This is an optimization exercise on Yosys and OpenROAD, whose aim is small area, a short achievable clock period and few clock cycles per item, not a production implementation. RTL that was checked went through simulation tests only; none was proved equivalent to the original. Power and IR drop assume default switching activity.

lane 1:
## sobel_stream
module sobel_stream #(
    parameter int WIDTH = 128,
    parameter int DEPTH = 128,
    parameter int PIX_W = 8
) (
    input  logic             ClkPort,
    input  logic             Reset,
    input  logic [PIX_W-1:0] threshold,
    input  logic             in_valid,
    output logic             in_ready,
    input  logic [PIX_W-1:0] in_pixel,
    output logic             out_valid,
    input  logic             out_ready,
    output logic             out_edge,
    output logic             out_first,
    output logic             out_last
);
For scale: about 2800 cells after synthesis, about 25 I/O pins, ~50000 um^2 of cells after synthesis.
==> flow/config.mk <==
export PLATFORM = sky130hd
export DESIGN_NAME = sobel_stream
export DESIGN_NICKNAME = sobel_stream
export VERILOG_FILES = /design/flow/design.v
export SDC_FILE = /design/flow/constraint.sdc
export NUM_CORES = 4
export LEC_CHECK = 0
export ABC_CLOCK_PERIOD_IN_PS = 3000
export CAP_MARGIN = 20
export CORE_MARGIN = 2
export CORE_UTILIZATION = 65
export CTS_CLUSTER_DIAMETER = 50
export CTS_CLUSTER_SIZE = 30
export PLACE_DENSITY = 0.75
export SETUP_SLACK_MARGIN = 5
export SLEW_MARGIN = 20
==> flow/constraint.sdc <==
create_clock -name core_clock -period 9.0 [get_ports {ClkPort}]
set_input_delay 1.8000 -clock core_clock [delete_from_list [all_inputs] [get_ports {ClkPort}]]
set_output_delay 1.8000 -clock core_clock [all_outputs]
set_load 0.01 [all_outputs]
run.sh (not shown) runs the stock make flow with config.mk's settings and CLKGATE_MAP_FILE= SYNTH_SCRIPT=/design/flow/synth_recipe.tcl, a recipe that flattens the netlist after the stock synthesis.
> inputs changed (lane 1 -> lane 2)
--- a/flow/design.v
+++ b/flow/design.v
@@ -11,21 +11,21 @@
     input  logic [PIX_W-1:0] in_pixel,
     output logic             out_valid,
     input  logic             out_ready,
     output logic             out_edge,
     output logic             out_first,
     output logic             out_last
 );
     localparam int CW  = $clog2(WIDTH);
     localparam int RW  = $clog2(DEPTH);
     localparam int LW  = CW + 1;
-    localparam int CAP = 9;                  
+    localparam int CAP = 5;                  
     localparam int OW  = $clog2(CAP + 1);
     localparam int FD  = CAP - 1;            
     localparam int FW  = $clog2(FD);
     localparam logic [CW-1:0] COL_LAST = CW'(WIDTH - 1);
     localparam logic [RW-1:0] ROW_LAST = RW'(DEPTH - 1);
     logic             acc, cons, hv, h0, in_first;
     logic [PIX_W-1:0] pix_q, thr_q;
     assign acc = in_valid && in_ready;
     always_ff @(posedge ClkPort) begin
         if (acc) pix_q <= in_pixel;
Notes after the runs:
Summary: time the worst path needs with I/O delays and setup, lane 2 better than lane 1
The higher inserted tap cell count of lane 2 and lane 1 is in lane 1.
When lane 2 is set beside lane 1, its die area turns out to be about 1% smaller.
Against lane 1, lane 2 reports a number of enable-type register cells in the synthesized netlist that is lower.
In the reports for lane 2 and lane 1, the larger non-clock buffer count belongs to lane 1.
Of lane 2 and lane 1, it is lane 2 that has the lower maximum number of pins on one net before global-route repair.
Looking at the reports, lane 2 completed the entire flow and the layout it produced met the timing, DRC and antenna checks.
Compared to lane 1, lane 2 shows a wider setup margin.
Compared with lane 1, internal power of the cells in lane 2 decreased by a few percent.
As far as share of the cycle needed by the critical path after routing is concerned, lane 1 and lane 2 perform about the same.
On sequential-to-total area share from yosys stat, the higher figure sits with lane 2, not lane 1.
Re clock-buffer cell count: lane 2 is 11 down on lane 1.
Measured against each other, lane 2 and lane 1 differ in average routed wire per standard cell, the higher figure coming from lane 2.
Testbench counts of lane 2, summed over its fixed seeds: cycles 263,224, pixels 262,144.
Only the layout flow was run in lane 1; the RTL was not checked for function there.


## lane 5
sobel_stream, a different RTL version from the one above (not shown whole).
For scale: ~2200 flip-flops, about 25 I/O pins.
clock: 9.0 ns
lec_check: 0
abc_clock_period_in_ps: 3000
cap_margin: 20
core_margin: 2
core_utilization: 70
place_density: 0.8
slew_margin: 20
standard.sh (not shown) runs the stock make flow with config.mk's settings and CLKGATE_MAP_FILE= SYNTH_SCRIPT=/design/flow/synth_recipe.tcl, a recipe that flattens the netlist after the stock synthesis.
==> flow/flow/run.sh <==
#!/bin/bash
# Standard layout, with the standard synthesis run on its own first, then the rest of the
# flow with a larger setup repair margin, plain buffers on the ports and no dummy clock loads.
set -euo pipefail
bash standard.sh synth > synth.log 2>&1
bash standard.sh SETUP_SLACK_MARGIN=6.3 \
  "BUFFER_PORTS_ARGS=-buffer_cell sky130_fd_sc_hd__buf_2" \
  "CTS_ARGS=-sink_clustering_enable -repair_clock_nets -sink_clustering_size 20 -sink_clustering_max_diameter 42 -dont_use_dummy_load -buf_list sky130_fd_sc_hd__clkbuf_8 -root_buf sky130_fd_sc_hd__clkbuf_16" \
  finish > layout.log 2>&1
The following lists how lane 4 was set up differently from lane 5:
--- a/flow/design.v
+++ b/flow/design.v
@@ -147,16 +147,18 @@
     assign v_c = {2'b00, tb} + {1'b0, ta, 1'b0} + {2'b00, pix_q};
     assign d_c = $signed({1'b0, pix_q}) - $signed({1'b0, tb});
     always_ff @(posedge ClkPort) begin
         v1   <= v_c;
         d1   <= d_c;
         s1_k <= gk;
-        vm   <= s1_c ? v1 : vl;
-        vl   <= vm;
-        dm   <= s1_c ? d1 : dl;
-        dl   <= dm;
+        if (s1_c) begin
+            vm <= v1;
+            vl <= vm;
+            dm <= d1;
+            dl <= dm;
+        end
     end
     logic signed [10:0] gx, gy, gx_q, gy_q;
     logic               s2_e;
     logic [1:0]         s2_k;
     assign gx = $signed({1'b0, v1}) - $signed({1'b0, vl});
     assign gy = 11'(dl) + (11'(dm) <<< 1) + 11'(d1);
--- outcome ---
- Measured against each other, lane 4 and lane 5 differ in total power density per cell area, the lower figure coming from lane 5.
- Of the two candidates, lane 5 has the better total power consumption of the routed design and lane 4 the worse one.
- Diff lane 4 and lane 5: overall via count from detail_route higher in lane 5
- Design area in lane 4 is about 0.33% above lane 5.
- The worst-case headroom to the max-slew limit in lane 4 was higher than what lane 5 gave.
- Lower aggregate routed wire length was reported by lane 4, not lane 5.
Testbench counts of lane 4, summed over its fixed seeds: cycles 263,224, pixels 262,144.
For lane 5, only the layout was checked, not whether the RTL still works.


The RTL this note starts from:
==> flow/design.v <==
module sobel_stream #(
    parameter int WIDTH = 128,
    parameter int DEPTH = 128,
    parameter int PIX_W = 8
) (
    input  logic             ClkPort,
    input  logic             Reset,
    input  logic [PIX_W-1:0] threshold,
    input  logic             in_valid,
    output logic             in_ready,
    input  logic [PIX_W-1:0] in_pixel,
    output logic             out_valid,
    input  logic             out_ready,
    output logic             out_edge,
    output logic             out_first,
    output logic             out_last
);
    localparam int CW  = $clog2(WIDTH);
    localparam int RW  = $clog2(DEPTH);
    localparam int LW  = CW + 1;
    localparam int CAP = 5;                  
    localparam int OW  = $clog2(CAP + 1);
    localparam int FD  = CAP - 1;            
    localparam int FW  = $clog2(FD);
    localparam logic [CW-1:0] COL_LAST = CW'(WIDTH - 1);
    localparam logic [RW-1:0] ROW_LAST = RW'(DEPTH - 1);
    logic             acc, cons, hv, h0, in_first;
    logic [PIX_W-1:0] pix_q, thr_q;
    logic in_ready_n, out_valid_n;
    assign acc = in_valid && !in_ready_n;
    always_ff @(posedge ClkPort) begin
        if (acc) pix_q <= in_pixel;
        if (acc && in_first) thr_q <= threshold;
    end
    logic [PIX_W*WIDTH-1:0] ra, rb;
    logic [PIX_W-1:0]       ta, tb;
    assign ta = ra[PIX_W*WIDTH-1 -: PIX_W];
    assign tb = rb[PIX_W*WIDTH-1 -: PIX_W];
    always_ff @(posedge ClkPort) begin
        ra <= {ra[PIX_W*(WIDTH-1)-1:0], cons ? pix_q : ta};
        rb <= {rb[PIX_W*(WIDTH-1)-1:0], cons ? ta : tb};
    end
    logic [CW-1:0] dph;
    logic          z0, z1;
    logic [LW-1:0] lag;
    logic          l0, l128, l129;
    logic [RW-1:0] g_row;
    logic [CW-1:0] g_col;
    logic          gb, ga, gz;
    logic [1:0]    gk;                       
    logic [OW-1:0] ocnt;
    logic          rm, cp, eb, ei;
    logic emit, emit_int, xfer, inc, dec;
    assign cons     = hv && cp;
    assign emit     = eb || (cons && (gb || ei));
    assign emit_int = cons && ei;
    assign xfer     = !out_valid_n && out_ready;
    assign inc      = cons && !emit;
    assign dec      = emit && !cons;
    logic [RW-1:0] n_row;
    logic [CW-1:0] n_col;
    logic          n_b;
    logic [1:0]    n_k;
    assign n_col = g_col + 1'b1;
    assign n_row = (g_col == COL_LAST) ? ((g_row == ROW_LAST) ? '0 : g_row + 1'b1) : g_row;
    assign n_b   = (g_col >= CW'(WIDTH - 2)) || (g_row == '0) || (g_row == ROW_LAST);
    assign n_k   = !n_b ? 2'b01 :
                   (g_row == ROW_LAST && g_col == COL_LAST) ? 2'b10 :
                   (g_row == ROW_LAST && g_col == CW'(WIDTH - 2)) ? 2'b11 : 2'b00;
    logic          l0_nx, l128_nx, l129_nx, z0_nx, z1_nx, rm_nx, ga_nx, gz_nx, gb_nx, g_last_nx;
    logic [LW-1:0] lag_nx;
    logic [OW-1:0] ocnt_nx;
    assign lag_nx  = inc ? lag + 1'b1 : dec ? lag - 1'b1 : lag;
    assign l0_nx   = inc ? 1'b0 : dec ? (lag == LW'(1)) : l0;
    assign l128_nx = inc ? (lag == LW'(WIDTH - 1)) : dec ? l129 : l128;
    assign l129_nx = inc ? l128 : dec ? 1'b0 : l129;
    assign z0_nx   = cons || z1;
    assign z1_nx   = !cons && (dph == CW'(2));
    assign ocnt_nx = (emit && !xfer) ? ocnt + 1'b1 : (xfer && !emit) ? ocnt - 1'b1 : ocnt;
    assign rm_nx   = !(((ocnt == OW'(CAP)) && (emit || !xfer)) ||
                       ((ocnt == OW'(CAP - 1)) && emit && !xfer));
    assign gb_nx   = emit ? n_b : gb;
    assign ga_nx   = emit ? (g_row == RW'(DEPTH - 2) && g_col == CW'(WIDTH - 4)) : ga;
    assign gz_nx   = emit ? ga : gz;
    assign g_last_nx = l129_nx && (emit ? ga : gz);
    always_ff @(posedge ClkPort) begin
        in_ready <= !Reset && in_ready_nx;
    end
    always_ff @(posedge ClkPort) begin
        h0  <= h0_nx;
        dph <= cons ? '0 : dph - 1'b1;
        z0  <= z0_nx;
        z1  <= z1_nx;
    end
    logic in_first_nx, hv_nx, h0_nx, cp_nx, in_ready_nx;
    assign in_first_nx = acc ? (!in_first && g_last_nx) : in_first;
    assign hv_nx       = acc || (hv && !cons);
    assign h0_nx       = acc ? in_first : h0;
    assign cp_nx       = rm_nx && (h0_nx || z0_nx);
    assign in_ready_nx = in_first_nx ? (in_first && !hv_nx && !emit_int) : (!hv_nx || cp_nx);
    always_ff @(posedge ClkPort or posedge Reset) begin
        if (Reset) begin
            in_ready_n <= 1'b1;
            in_first <= 1'b1;
            hv       <= 1'b0;
            lag      <= '0;
            l0       <= 1'b1;
            l128     <= 1'b0;
            l129     <= 1'b0;
            g_row    <= '0;
            g_col    <= '0;
            gb       <= 1'b1;
            gk       <= 2'b10;
            ga       <= 1'b0;
            gz       <= 1'b0;
            ocnt     <= '0;
            rm       <= 1'b1;
            cp       <= 1'b1;
            eb       <= 1'b0;
            ei       <= 1'b0;
        end else begin
            in_ready_n <= !in_ready_nx;
            in_first <= in_first_nx;
            hv       <= hv_nx;
            lag      <= lag_nx;
            l0       <= l0_nx;
            l128     <= l128_nx;
            l129     <= l129_nx;
            ocnt     <= ocnt_nx;
            rm       <= rm_nx;
            cp       <= cp_nx;
            eb       <= gb_nx && rm_nx && !l0_nx;
            ei       <= !gb_nx && l129_nx;
            gb       <= gb_nx;
            ga       <= ga_nx;
            gz       <= gz_nx;
            if (emit) begin
                g_row <= n_row;
                g_col <= n_col;
                gk    <= n_k;
            end
        end
    end
    logic [9:0]        v_c, v1, vm, vl;
    logic signed [8:0] d_c, d1, dm, dl;
    logic              s1_e, s1_c;
    logic [1:0]        s1_k;
    assign v_c = {2'b00, tb} + {1'b0, ta, 1'b0} + {2'b00, pix_q};
    assign d_c = $signed({1'b0, pix_q}) - $signed({1'b0, tb});
    always_ff @(posedge ClkPort) begin
        v1   <= v_c;
        d1   <= d_c;
        s1_k <= gk;
        vm   <= s1_c ? v1 : vl;
        vl   <= vm;
        dm   <= s1_c ? d1 : dl;
        dl   <= dm;
    end
    logic signed [10:0] gx, gy, gx_q, gy_q;
    logic               s2_e;
    logic [1:0]         s2_k;
    assign gx = $signed({1'b0, v1}) - $signed({1'b0, vl});
    assign gy = 11'(dl) + (11'(dm) <<< 1) + 11'(d1);
    always_ff @(posedge ClkPort) begin
        gx_q <= gx;
        gy_q <= gy;
        s2_k <= s1_k;
    end
    always_ff @(posedge ClkPort or posedge Reset) begin
        if (Reset) begin
            s1_e <= 1'b0;
            s1_c <= 1'b0;
            s2_e <= 1'b0;
        end else begin
            s1_e <= emit;
            s1_c <= cons;
            s2_e <= s1_e;
        end
    end
    logic [11:0] xa, ya, ka, cs_s, cs_c, pg, pp;
    logic        edge_c;
    logic [1:0]  res;
    assign xa   = {2'b00, gx_q[9:0] ^ {10{gx_q[10]}}};
    assign ya   = {2'b00, gy_q[9:0] ^ {10{gy_q[10]}}};
    assign ka   = {4'b1111, ~thr_q};
    assign cs_s = xa ^ ya ^ ka;
    assign cs_c = {(xa[10:0] & ya[10:0]) | (xa[10:0] & ka[10:0]) | (ya[10:0] & ka[10:0]), gx_q[10]};
    assign pg   = cs_s & cs_c;
    assign pp   = cs_s | cs_c;
    always_comb begin
        edge_c = gy_q[10];
        for (int i = 0; i < 12; i++) edge_c = pg[i] | (pp[i] & edge_c);
    end
    assign res = (s2_k == 2'b01) ? {1'b0, edge_c} : s2_k;
    logic [1:0]    fifo [FD];
    logic [FW-1:0] wp, rp;
    logic [FW:0]   fcnt, fcnt_nx;
    logic          fne;                      
    logic          take, pop, push;
    logic [1:0]    head;
    logic          oe_n, of_n, ol_n;
    assign take = out_valid_n || out_ready;
    assign pop     = take && fne;
    assign push    = s2_e && !(take && !fne);
    assign head    = fne ? fifo[rp] : res;
    assign fcnt_nx = (push && !pop) ? fcnt + 1'b1 : (pop && !push) ? fcnt - 1'b1 : fcnt;
    always_ff @(posedge ClkPort) begin
        if (s2_e) fifo[wp] <= res;           
        out_edge  <= take ? (head == 2'b01) : !oe_n;
        out_first <= take ? (head == 2'b10) : !of_n;
        out_last  <= take ? (head == 2'b11) : !ol_n;
        if (take) begin
            oe_n <= !(head == 2'b01);
            of_n <= !(head == 2'b10);
            ol_n <= !(head == 2'b11);
        end
    end
    always_ff @(posedge ClkPort or posedge Reset) begin
        if (Reset) begin
            out_valid <= 1'b0;
            out_valid_n <= 1'b1;
            wp        <= '0;
            rp        <= '0;
            fcnt      <= '0;
            fne       <= 1'b0;
        end else begin
            out_valid   <= !take || fne || s2_e;
            out_valid_n <= take && !(fne || s2_e);
            if (push) wp <= wp + 1'b1;
            if (pop)  rp <= rp + 1'b1;
            fcnt <= fcnt_nx;
            fne  <= (fcnt_nx != '0);
        end
    end
endmodule
Settings: LEC_CHECK=0, ABC_CLOCK_PERIOD_IN_PS=3000, CAP_MARGIN=20, CORE_MARGIN=2, CORE_UTILIZATION=70, PLACE_DENSITY=0.8, SLEW_MARGIN=20; clock period 9.0 ns.
Scripts as last shown in full above: flow/flow/run.sh
Testbench counts at the start, summed over its fixed seeds: cycles 263,224, pixels 262,144.
Change:
--- a/flow/design.v
+++ b/flow/design.v
@@ -85,7 +85,4 @@
     assign g_last_nx = l129_nx && (emit ? ga : gz);
     always_ff @(posedge ClkPort) begin
-        in_ready <= !Reset && in_ready_nx;
-    end
-    always_ff @(posedge ClkPort) begin
         h0  <= h0_nx;
         dph <= cons ? '0 : dph - 1'b1;
@@ -101,4 +98,5 @@
     always_ff @(posedge ClkPort or posedge Reset) begin
         if (Reset) begin
+            in_ready <= 1'b0;
             in_ready_n <= 1'b1;
             in_first <= 1'b1;
@@ -120,4 +118,5 @@
             ei       <= 1'b0;
         end else begin
+            in_ready <= in_ready_nx;
             in_ready_n <= !in_ready_nx;
             in_first <= in_first_nx;
@@ -225,6 +224,8 @@
             fne       <= 1'b0;
         end else begin
-            out_valid   <= !take || fne || s2_e;
-            out_valid_n <= take && !(fne || s2_e);
+            if (take) begin
+                out_valid   <= fne || s2_e;
+                out_valid_n <= !(fne || s2_e);
+            end
             if (push) wp <= wp + 1'b1;
             if (pop)  rp <= rp + 1'b1;
The new run produced a clean layout. Via count barely changes. Cell area is about the same. Non-clock buffer count went down by 1. Die area hardly moves. Hold slack gains 0.032 ns. Cell count hardly moves. Routed wire length went up by 9.1%. Fmax went down by 1.1%. Area after synthesis stays flat. Sequential share of layout area went up by 0.18 points. Global-route usage went up by 1.9 points. First-iteration DRC count went down by 7.8%. Worst setup slack loses 0.033 ns. Total power went down by 16%.
Testbench counts after the change, summed over its fixed seeds: cycles 263,224, pixels 262,144.

==> afterwards: timing with drivers on the ports <==
The results above use ideal ports. As a check the final layouts listed here were re-extracted and re-timed, cells and wires unchanged. Step 1 assumes that a clkbuf_16 drives the clock port and a buf_2 every other input. Step 2, shift: input delay + t, output delay - t, t = (earliest + latest rising clock arrival at the registers) / 2. This alone moves slack from input paths to output paths. Slacks: no drivers / after step 1 / after step 2; pairs: no drivers / after step 1.
run | shift t [ns] | setup WS [ns] | cell pins on the clock port's net
lane 1 | 0.742 | 5.589 / 5.530 / 5.094 | 1
lane 2 | 0.751 | 5.596 / 5.527 / 5.248 | 1
lane 5 | 0.701 | 6.027 / 5.962 / 5.726 | 1
lane 4 | 0.709 | 6.010 / 5.947 / 5.779 | 1
the first run of note 3 | 0.711 | 6.089 / 6.024 / 5.721 | 1
the second run of note 3 | 0.722 | 6.056 / 5.989 / 5.704 | 1
After both steps every run listed still meets setup and hold. For lane 1, which loses most, drivers alone change the setup slack by -0.059 ns; drivers and shift together by -0.495 ns.
